This design comes from an exercise in tuning for small area on the open sky130 flow, not from production work.
Function was checked by simulation only, so behaviour that the tests miss may differ from the original.
Power and IR drop assume default switching activity.

// fft_stage0
module fft_stage0 (
    input  logic                                clk,
    input  logic                                rst,
    input  logic                                valid,
    input  logic [4*2*9-1:0]  din,
    output logic [4*2*10-1:0] bfly_p,
    output logic [4*2*10-1:0] bfly_n,
    output logic                                out_valid
);
==> flow/config.mk <==
export PLATFORM = sky130hd
export DESIGN_NAME = fft_stage0
export DESIGN_NICKNAME = fft_stage0
export VERILOG_FILES = /design/flow/design.v
export SDC_FILE = /design/flow/constraint.sdc
export NUM_CORES = 4
export LEC_CHECK = 0
export CAP_MARGIN = 20
export CORE_MARGIN = 2
export CORE_UTILIZATION = 40
export SLEW_MARGIN = 20
export SYNTH_HIERARCHICAL = 1
==> flow/constraint.sdc <==
create_clock -name core_clock -period 3.2 [get_ports {clk}]
set_input_delay 0.6400 -clock core_clock [delete_from_list [all_inputs] [get_ports {clk}]]
set_output_delay 0.6400 -clock core_clock [all_outputs]
set_load 0.01 [all_outputs]
standard.sh (not shown) runs the stock make flow with config.mk's settings and CLKGATE_MAP_FILE= SYNTH_SCRIPT=/design/flow/synth_recipe.tcl, a recipe that flattens the netlist after the stock synthesis.
==> flow/flow/run.sh <==
#!/bin/bash
# The standard layout with two changes:
#  - the port buffers are made from the smallest buffer cell;
#  - the clock tree uses larger sink clusters and no dummy loads.
# Each step's full output is in orfs/logs/; make's output in standard.log.
set -euo pipefail
bash standard.sh \
  "BUFFER_PORTS_ARGS=-buffer_cell sky130_fd_sc_hd__buf_1" \
  "CTS_ARGS=-sink_clustering_enable -repair_clock_nets -dont_use_dummy_load -sink_clustering_size 16 -sink_clustering_max_diameter 60 -buf_list sky130_fd_sc_hd__clkbuf_8" \
  finish > standard.log 2>&1
Then changed:
Settings changed: CORE_UTILIZATION 40 to 65.
Global-route usage grows by 8.1 points.
Critical path depth decreases by 1.
Worst setup slack stays flat.
Core utilization is higher by 26 points.
Then changed:
Settings changed: CORE_UTILIZATION 65 to 80.
Result: Critical path depth is unchanged. Synthesized cell count is unchanged. Area after synthesis is unchanged. Power is about the same. Design area drops by 1.4%.

Another version of the RTL of fft_stage0 (not shown whole).
Size in the first run: ~2600 cells after synthesis, ~240 I/O pins, roughly 28000 um2 of cells after synthesis.
export LEC_CHECK = 0
export CAP_MARGIN = 20
export CORE_MARGIN = 2
export CORE_UTILIZATION = 40
export SLEW_MARGIN = 20
create_clock -name core_clock -period 3.2 [get_ports {clk}]
Scripts as last shown in full above: flow/flow/run.sh
The baseline finished clean.
Edit:
==> flow/flow/run.sh (replaced) <==
#!/bin/bash
# The standard layout, with the port buffers made from the smallest buffer
# cell. Each step's full output is in orfs/logs/; make's output in
# standard.log.
set -euo pipefail
bash standard.sh \
  "BUFFER_PORTS_ARGS=-buffer_cell sky130_fd_sc_hd__buf_1" \
  finish > standard.log 2>&1
Result: Routed wire length climbs by about 1%; fmax stays flat; via count goes up by 0.48%; combinational power is about the same; worst setup slack is about the same.
Edit:
==> flow/run.sh (new file) <==
#!/bin/bash
# synth_recipe.tcl (not shown) runs the flow's synth.tcl, then flattens the netlist and writes it again
# the make line also repeats each setting of config.mk as NAME=value (left out here)
make -C /OpenROAD-flow-scripts/flow DESIGN_CONFIG=/design/flow/config.mk WORK_HOME=/design/flow/orfs CLKGATE_MAP_FILE= SYNTH_SCRIPT=/design/flow/synth_recipe.tcl finish
--- a/flow/config.mk
+++ b/flow/config.mk
@@ -8,4 +8,6 @@
 export CAP_MARGIN = 20
 export CORE_MARGIN = 2
-export CORE_UTILIZATION = 40
+export CORE_UTILIZATION = 60
+export CTS_BUF_LIST = sky130_fd_sc_hd__clkbuf_4 sky130_fd_sc_hd__clkbuf_8
+export CTS_CLUSTER_SIZE = 30
 export SLEW_MARGIN = 20
removed: flow/flow/run.sh
removed: flow/standard.sh
Design area rose by 2.6%.
Setup slack improved by 0.059 ns.
Via count rose by 0.92%.
Global-route usage rose by 7.7 points.
Hold slack improved by 0.15 ns.
Utilization rose by 25 points.
Maximum frequency rose by 2.4%.
Sequential share of layout area fell by 1.2 points.
Power rose by 0.79%.
Edit:
--- a/flow/config.mk
+++ b/flow/config.mk
@@ -8,6 +8,4 @@
 export CAP_MARGIN = 20
 export CORE_MARGIN = 2
-export CORE_UTILIZATION = 60
-export CTS_BUF_LIST = sky130_fd_sc_hd__clkbuf_4 sky130_fd_sc_hd__clkbuf_8
-export CTS_CLUSTER_SIZE = 30
+export CORE_UTILIZATION = 40
 export SLEW_MARGIN = 20
Outcome: The new run finished with timing, DRC and antenna clean. Worst setup slack stays flat. Via count falls by 0.80%. Power rose by 2.9%. Routed wire length grows by 6.0%. Clock-buffer cell count falls by 76. Maximum frequency hardly moves. Combinational power barely changes. Clock power came out higher by 12%.

job 499:
Another version of the RTL of fft_stage0 (not shown whole).
Size: roughly 1900 cells after synthesis, about 740 flip-flops, about 240 I/O pins, roughly 26000 sq um of cells after synthesis.
==> flow/config.mk <==
export PLATFORM = sky130hd
export DESIGN_NAME = fft_stage0
export DESIGN_NICKNAME = fft_stage0
export VERILOG_FILES = /design/flow/design.v
export SDC_FILE = /design/flow/constraint.sdc
export NUM_CORES = 4
export LEC_CHECK = 0
export CAP_MARGIN = 20
export CORE_MARGIN = 2
export CORE_UTILIZATION = 80
export SLEW_MARGIN = 20
export SYNTH_HIERARCHICAL = 1
==> flow/constraint.sdc <==
create_clock -name core_clock -period 3.2 [get_ports {clk}]
set_input_delay 0.6400 -clock core_clock [delete_from_list [all_inputs] [get_ports {clk}]]
set_output_delay 0.6400 -clock core_clock [all_outputs]
set_load 0.01 [all_outputs]
==> flow/flow/run.sh <==
#!/bin/bash
# The standard layout with two changes:
#  - the port buffers are made from the smallest buffer cell;
#  - the clock tree uses larger sink clusters and no dummy loads.
# Each step's full output is in orfs/logs/; make's output in standard.log.
set -euo pipefail
bash standard.sh \
  "BUFFER_PORTS_ARGS=-buffer_cell sky130_fd_sc_hd__buf_1" \
  "CTS_ARGS=-sink_clustering_enable -repair_clock_nets -dont_use_dummy_load -sink_clustering_size 16 -sink_clustering_max_diameter 60 -buf_list sky130_fd_sc_hd__clkbuf_8" \
  finish > standard.log 2>&1
## Diff of input files: job 7413 against job 499
# job 499
export LEC_CHECK = 0
export CAP_MARGIN = 20
export CORE_MARGIN = 2
export CORE_UTILIZATION = 80
export SLEW_MARGIN = 20
export SYNTH_HIERARCHICAL = 1
create_clock -name core_clock -period 3.2 [get_ports {clk}]
# job 7413
export LEC_CHECK = 0
export CAP_MARGIN = 10
export CORE_MARGIN = 2
export CORE_UTILIZATION = 88
export SLEW_MARGIN = 10
export SYNTH_HIERARCHICAL = 1
create_clock -name core_clock -period 3.2 [get_ports {clk}]
[summary]
Total number of vias went up by more than 10% going from job 499 to job 7413. Complete run, failing final checks: job 7413, reason setup timing. Cell area ended up 150 sq um lower on job 7413 than on job 499. Leakage power total sits lower in job 7413 than in job 499. Relative to job 499, maximum clock frequency has decreased by about 2.4% in job 7413. Relative to job 499, the power of job 7413 is higher by about 5%.
### job 7413 -> job 3636
# job 7413
export LEC_CHECK = 0
export CAP_MARGIN = 10
export CORE_MARGIN = 2
export CORE_UTILIZATION = 88
export SLEW_MARGIN = 10
export SYNTH_HIERARCHICAL = 1
create_clock -name core_clock -period 3.2 [get_ports {clk}]
# job 3636
export LEC_CHECK = 0
export CAP_MARGIN = 20
export CORE_MARGIN = 2
export CORE_UTILIZATION = 65
export SLEW_MARGIN = 20
export SYNTH_HIERARCHICAL = 1
create_clock -name core_clock -period 3.2 [get_ports {clk}]
Notes after the runs:
Job 3636 reached the final stage; the timing, DRC and antenna checks on its layout passed. Job 3636 vs job 7413: routed wire length down in job 3636. | growth of design area from synthesis to finish | job 3636 vs job 7413 | 1.3 points higher |. Summary of job 3636 over job 7413: highest attainable clock frequency +about 4%, number of logic stages on the critical path including buffering +3, setup slack +0.13 ns, post-route minimum period -0.13 ns. Between job 3636 and job 7413, it is job 3636 whose register-to-register slack is higher, by 0.13 ns. Changes observed in job 3636 relative to job 7413: fraction of layout instances using a drive strength above 1 higher; wire length of the first global-routing pass lower. Between job 3636 and job 7413, the clock-pin slew of the registers on the worst-case setup and hold paths does not differ in any meaningful way. Job 3636 ends up with lower number of setup violations in the final report than job 7413 does.

## port drivers added, routing unchanged
The results above use ideal ports. As a check the final layouts listed here were re-extracted and re-timed, cells and wires unchanged. Step 1, drivers: a clkbuf_16 drives clk and a buf_2 each remaining input, both assumed. Step 2 moves the port delays by t, midway between the first and last clock arrival at a register: inputs arrive t later, outputs are due t later. That takes back most of the time a late clock gives input paths. Slacks: ideal ports / drivers / drivers and shift; pairs: ideal ports / drivers.
run | shift t [ns] | setup slack, ns | worst hold slack (ns) | slew at the worst register clock pin (ns) | cell pins on the clock port's net
the first run of note 1 | 0.690 | 0.089 / 0.061 / 0.089 | 0.070 / 0.039 / 0.411 | 0.10 / 0.10 | 1
the second run of note 1 | 0.690 | 0.090 / 0.036 / 0.096 | 0.076 / 0.043 / 0.441 | 0.10 / 0.10 | 1
the third run of note 1 | 0.645 | 0.060 / 0.010 / 0.066 | 0.103 / 0.076 / 0.429 | 0.10 / 0.10 | 1
the first run of note 2 | 0.720 | 0.732 / 0.732 / 0.732 | 0.078 / 0.047 / 0.416 | 0.10 / 0.10 | 1
the second run of note 2 | 0.659 | 0.732 / 0.732 / 0.732 | 0.121 / 0.088 / 0.459 | 0.06 / 0.06 | 1
the third run of note 2 | 0.748 | 0.791 / 0.763 / 0.791 | 0.271 / 0.239 / 0.459 | 0.07 / 0.07 | 1
the fourth run of note 2 | 0.669 | 0.791 / 0.791 / 0.791 | 0.335 / 0.299 / 0.459 | 0.06 / 0.06 | 1
job 499 | 0.662 | 0.051 / 0.036 / 0.051 | 0.092 / 0.061 / 0.429 | 0.10 / 0.10 | 1
job 7413 | 0.645 | -0.026 / -0.026 / -0.026 | 0.115 / 0.084 / 0.439 | 0.11 / 0.11 | 1
job 3636 | 0.682 | 0.104 / 0.073 / 0.104 | 0.071 / 0.041 / 0.416 | 0.10 / 0.10 | 1
